What follows belongs to an exercise in optimizing a design on an open flow for small area; a production flow would make more cautious choices.
The RTL was checked by simulation tests, not by an equivalence proof against the original design.
Power figures rest on the tool's default switching activity, not on a simulated workload.

==> flow/design.v <==
`timescale 1ns/1ps
package cqt_state_pkg;
    typedef enum logic [2:0] {
        IDLE        = 3'd0,   
        CALC        = 3'd1,   
        SPLIT_FLAG  = 3'd2,   
        FORCE_SPLIT = 3'd3,   
        LEAF_CU     = 3'd4,   
        NEXT        = 3'd5,   
        ENDING      = 3'd6    
    } cqt_state_t;
endpackage
`timescale 1ns/1ps
package cqt_syntax_pkg;
    typedef logic [1:0] cqt_depth_t;
    typedef enum logic [1:0] {
        CTX_NONE = 2'd0,
        CTX_ONE  = 2'd1,
        CTX_BOTH = 2'd2
    } split_ctx_t;
endpackage
`timescale 1ns/1ps
module cqt_decoder (
    input  logic                        clk,
    input  logic                        rst_n,
    input  logic                        cqt_start,
    input  logic [6-1:0]     ctb_x,
    input  logic [5-1:0]     ctb_y,
    input  logic [12-1:0]     pic_width,
    input  logic [11-1:0]     pic_height,
    input  logic                        bin,
    input  logic                        bin_vld,
    input  logic                        cu_done,
    output logic                        dec_run,
    output logic                        ctx_addr_vld,
    output logic [10-1:0]  ctx_addr,
    output logic                        cu_start,
    output logic [12-1:0]     cu_x,
    output logic [11-1:0]     cu_y,
    output logic [2:0]                  cu_log2_size,
    output logic                        cqt_done
);
localparam logic [2:0] S_IDLE = 3'd0;   
localparam logic [2:0] S_LOAD = 3'd1;   
localparam logic [2:0] S_CALC = 3'd2;   
localparam logic [2:0] S_WBIN = 3'd3;   
localparam logic [2:0] S_WCU  = 3'd4;   
localparam logic [2:0] S_NEXT = 3'd5;   
localparam logic [2:0] S_END  = 3'd6;   
logic [2:0]   st;
logic [2:0]   col, row;      
logic [1:0]   dep;           
logic [5:0]   ph;            
logic [319:0] ring;
logic [1:0]   a0, a4, l0, l4;
logic         a2, a6, l2, l6;
logic [2:0]   msk;           
logic         at_tap;
logic [4:0]   tap, enc;
logic         tap_z;
logic [1:0]   d_a0, d_a4;
logic         d_a2, d_a6;
assign msk    = ~(3'b111 >> dep);
assign at_tap = (ph == ctb_x);
assign tap    = ring[319:315];
logic       x_eq, y_eq;
logic       outside, crossing;
function automatic logic ge3(input logic [2:0] a, input logic [2:0] b);
    ge3 = (a[2] & !b[2]) |
          ((a[2] ~^ b[2]) & ((a[1] & !b[1]) | ((a[1] ~^ b[1]) & (a[0] | !b[0]))));
endfunction
assign x_eq = ctb_x == pic_width[11:6];
assign y_eq = ctb_y == pic_height[10:6];
assign outside  = (x_eq && ge3(col, pic_width[5:3])) ||
                  (y_eq && ge3(row, pic_height[5:3]));
assign crossing = (x_eq && ge3(col | ~msk, pic_width[5:3])) ||
                  (y_eq && ge3(row | ~msk, pic_height[5:3]));
logic cond_l, cond_a;
function automatic logic deeper(input logic [1:0] d, input logic [1:0] u,
                                input logic [1:0] p0, input logic p2,
                                input logic [1:0] p4, input logic p6);
    case (d)
        2'd0:    deeper = (p0 != 2'd0);
        2'd1:    deeper = u[1] ? p4[1] : p0[1];
        default: case (u)
            2'd0:    deeper = (p0 == 2'd3);
            2'd1:    deeper = p2;
            2'd2:    deeper = (p4 == 2'd3);
            default: deeper = p6;
        endcase
    endcase
endfunction
assign cond_l = (ctb_x != '0 || col != '0) && deeper(dep, row[2:1], l0, l2, l4, l6);
assign cond_a = (ctb_y != '0 || row != '0) && deeper(dep, col[2:1], a0, a2, a4, a6);
assign ctx_addr     = {7'd0, cond_l & cond_a, ~(cond_l & cond_a), cond_l ^ cond_a};
assign dec_run      = (st == S_CALC) && !outside && dep != 2'd3 && !crossing;
assign ctx_addr_vld = dec_run;
assign cu_start     = ((st == S_CALC) && !outside && dep == 2'd3) ||
                      ((st == S_WBIN) && bin_vld && !bin);
assign cqt_done     = (st == S_END) && at_tap;
assign cu_x         = {ctb_x, col, 3'd0};
assign cu_y         = {ctb_y, row, 3'd0};
assign cu_log2_size = 3'd6 - {1'b0, dep};
always_comb begin
    case ({a0[1], a4[1]})
        2'b11:   enc = {1'b1, a0[0], a2, a4[0], a6};
        2'b10:   enc = {3'b010, a0[0], a2};
        2'b01:   enc = {3'b001, a4[0], a6};
        default: enc = {4'b0000, a0 == 2'd0};
    endcase
end
assign tap_z = (tap == 5'b00001);
always_comb begin
    if (tap[4]) begin
        d_a0 = {1'b1, tap[3]};
        d_a2 = tap[2];
        d_a4 = {1'b1, tap[1]};
        d_a6 = tap[0];
    end else begin
        d_a0 = tap[3] ? {1'b1, tap[1]} : {1'b0, !tap_z};
        d_a2 = tap[3] & tap[0];
        d_a4 = tap[2] ? {1'b1, tap[1]} : {1'b0, !tap_z};
        d_a6 = tap[2] & tap[0];
    end
end
always_ff @(posedge clk)
    ring <= {ring[314:0], cqt_done ? enc : tap};
always_ff @(posedge clk) begin
    if (!rst_n) ph <= '0;
    else        ph <= {ph[4:0], ph[5] ^ ph[4] ^ (ph[4:0] == 5'd0)};
end
always_ff @(posedge clk) begin
    if (st == S_LOAD && at_tap) begin
        a0 <= d_a0;
        a2 <= d_a2;
        a4 <= d_a4;
        a6 <= d_a6;
    end else if (cu_start) begin
        if ((col & msk) == 3'd0)           a0 <= dep;
        if (((col ^ 3'd2) & msk) == 3'd0)  a2 <= (dep == 2'd3);
        if (((col ^ 3'd4) & msk) == 3'd0)  a4 <= dep;
        if (((col ^ 3'd6) & msk) == 3'd0)  a6 <= (dep == 2'd3);
    end
end
always_ff @(posedge clk) begin
    if (cu_start) begin
        if ((row & msk) == 3'd0)           l0 <= dep;
        if (((row ^ 3'd2) & msk) == 3'd0)  l2 <= (dep == 2'd3);
        if (((row ^ 3'd4) & msk) == 3'd0)  l4 <= dep;
        if (((row ^ 3'd6) & msk) == 3'd0)  l6 <= (dep == 2'd3);
    end
end
always_ff @(posedge clk) begin
    if (!rst_n) begin
        st <= S_IDLE;
    end else begin
        case (st)
            S_IDLE: if (cqt_start) st <= S_LOAD;
            S_LOAD: if (at_tap) st <= S_CALC;
            S_CALC: begin
                if (outside)          st <= S_NEXT;
                else if (cu_start)    st <= S_WCU;
                else if (dec_run)     st <= S_WBIN;
            end
            S_WBIN: if (bin_vld) st <= bin ? S_CALC : S_WCU;
            S_WCU:  if (cu_done) st <= S_NEXT;
            S_NEXT: begin
                if (dep == 2'd0)
                    st <= S_END;
                else if (!(col[3'd3 - dep] & row[3'd3 - dep]))
                    st <= S_CALC;   
            end
            S_END:  if (at_tap) st <= S_IDLE;
            default: st <= S_IDLE;
        endcase
    end
end
always_ff @(posedge clk) begin
    if (st == S_IDLE) begin
        col <= '0;
        row <= '0;
        dep <= '0;
    end else if ((st == S_CALC && !outside && dep != 2'd3 && crossing) ||
                 (st == S_WBIN && bin_vld && bin)) begin
        dep <= dep + 2'd1;   
    end else if (st == S_NEXT && dep != 2'd0) begin
        col[3'd3 - dep] <= !col[3'd3 - dep];
        row[3'd3 - dep] <= row[3'd3 - dep] ^ col[3'd3 - dep];
        if (col[3'd3 - dep] & row[3'd3 - dep])
            dep <= dep - 2'd1;   
    end
end
endmodule
export LEC_CHECK = 0
export CAP_MARGIN = 20
export CORE_MARGIN = 2
export CORE_UTILIZATION = 40
export SLEW_MARGIN = 20
create_clock -name core_clock -period 6.0 [get_ports {clk}]
standard.sh (not shown) runs the stock make flow with config.mk's settings and CLKGATE_MAP_FILE= SYNTH_SCRIPT=/design/flow/synth_recipe.tcl, a recipe that flattens the netlist after the stock synthesis.
==> flow/flow/run.sh <==
#!/bin/bash
# The standard layout (standard.sh) with these changes:
# - synthesis maps logic with an area-oriented abc script and without the
#   adder extraction step; registers are mapped as in the standard synthesis
# - ports are buffered with buf_1
# - a leaner clock tree: clkbuf_4 clusters of 12, no dummy loads
set -euo pipefail
here=$(pwd)
rm -rf "$here/scripts_local"
cp -r "$FLOW_HOME/scripts" "$here/scripts_local"
cp "$here/flow/abc.script" "$here/scripts_local/abc_speed.script"
cp "$here/flow/abc.script" "$here/scripts_local/abc_area.script"
export BUFFER_PORTS_ARGS="-buffer_cell sky130_fd_sc_hd__buf_1"
export CTS_ARGS="-sink_clustering_enable -repair_clock_nets -dont_use_dummy_load -buf_list sky130_fd_sc_hd__clkbuf_4 -sink_clustering_size 12 -sink_clustering_max_diameter 40"
bash standard.sh SCRIPTS_DIR="$here/scripts_local" ADDER_MAP_FILE= finish > "$here/standard_flow.log" 2>&1
==> flow/flow/abc.script <==
strash
&get -n
&fraig -x
&put
scorr
dc2
strash
&get -n
&deepsyn -T 30
&dch -f
&nf -R 1000
&put
Then changed:
==> flow/flow/run.sh (replaced) <==
#!/bin/bash
# The standard layout, with smaller port buffers and a leaner clock tree
set -euo pipefail
export BUFFER_PORTS_ARGS="-buffer_cell sky130_fd_sc_hd__buf_1"
export RECOVER_POWER=100
export CTS_ARGS="-sink_clustering_enable -repair_clock_nets -dont_use_dummy_load -buf_list sky130_fd_sc_hd__clkbuf_8 -sink_clustering_size 20 -sink_clustering_max_diameter 60"
bash standard.sh > standard_flow.log 2>&1
removed: flow/flow/abc.script
After rerunning: Now the flow reached the layout checks and failed them: capacitance limit, slew limit. Synthesized area is higher by about 5.5%. Power is lower by about 1.4%. Worst hold slack gains 0.016 ns. Sequential power stays flat. Global-route usage is lower by 0.29 points. Fmax is lower by 9.1%.

-- re-timing with driven ports --
No port has a modelled driver above. Below, the same layouts with a new extraction and two added sets of constraints.
Step 1 (the two cells are an assumption about what drives the block):
set clk [get_ports {clk}]
set_driving_cell -lib_cell sky130_fd_sc_hd__clkbuf_16 $clk
set_driving_cell -lib_cell sky130_fd_sc_hd__buf_2 [delete_from_list [all_inputs] $clk]
Step 2 adds t to the input delays and takes it off the output delays; t is the mean of the earliest and latest rising clock arrival at the registers after step 1. Input paths then give back, and output paths get back, about the clock's delay inside the block.
Slacks: no drivers / after step 1 / after step 2; pairs: no drivers / after step 1.
run	t (ns)	setup WS [ns]	clock arrival spread, ns	worst register clock-pin slew, ns	worst slew at a driven data input, ns
the first run	0.589	1.738 / 1.710 / 1.710	0.075 / 0.075	0.12 / 0.12	0.05
the second run	0.544	1.310 / 1.286 / 1.286	0.039 / 0.039	0.11 / 0.11	0.04
For the first run, which loses most, drivers alone change the setup slack by -0.028 ns; drivers and shift together by -0.028 ns.
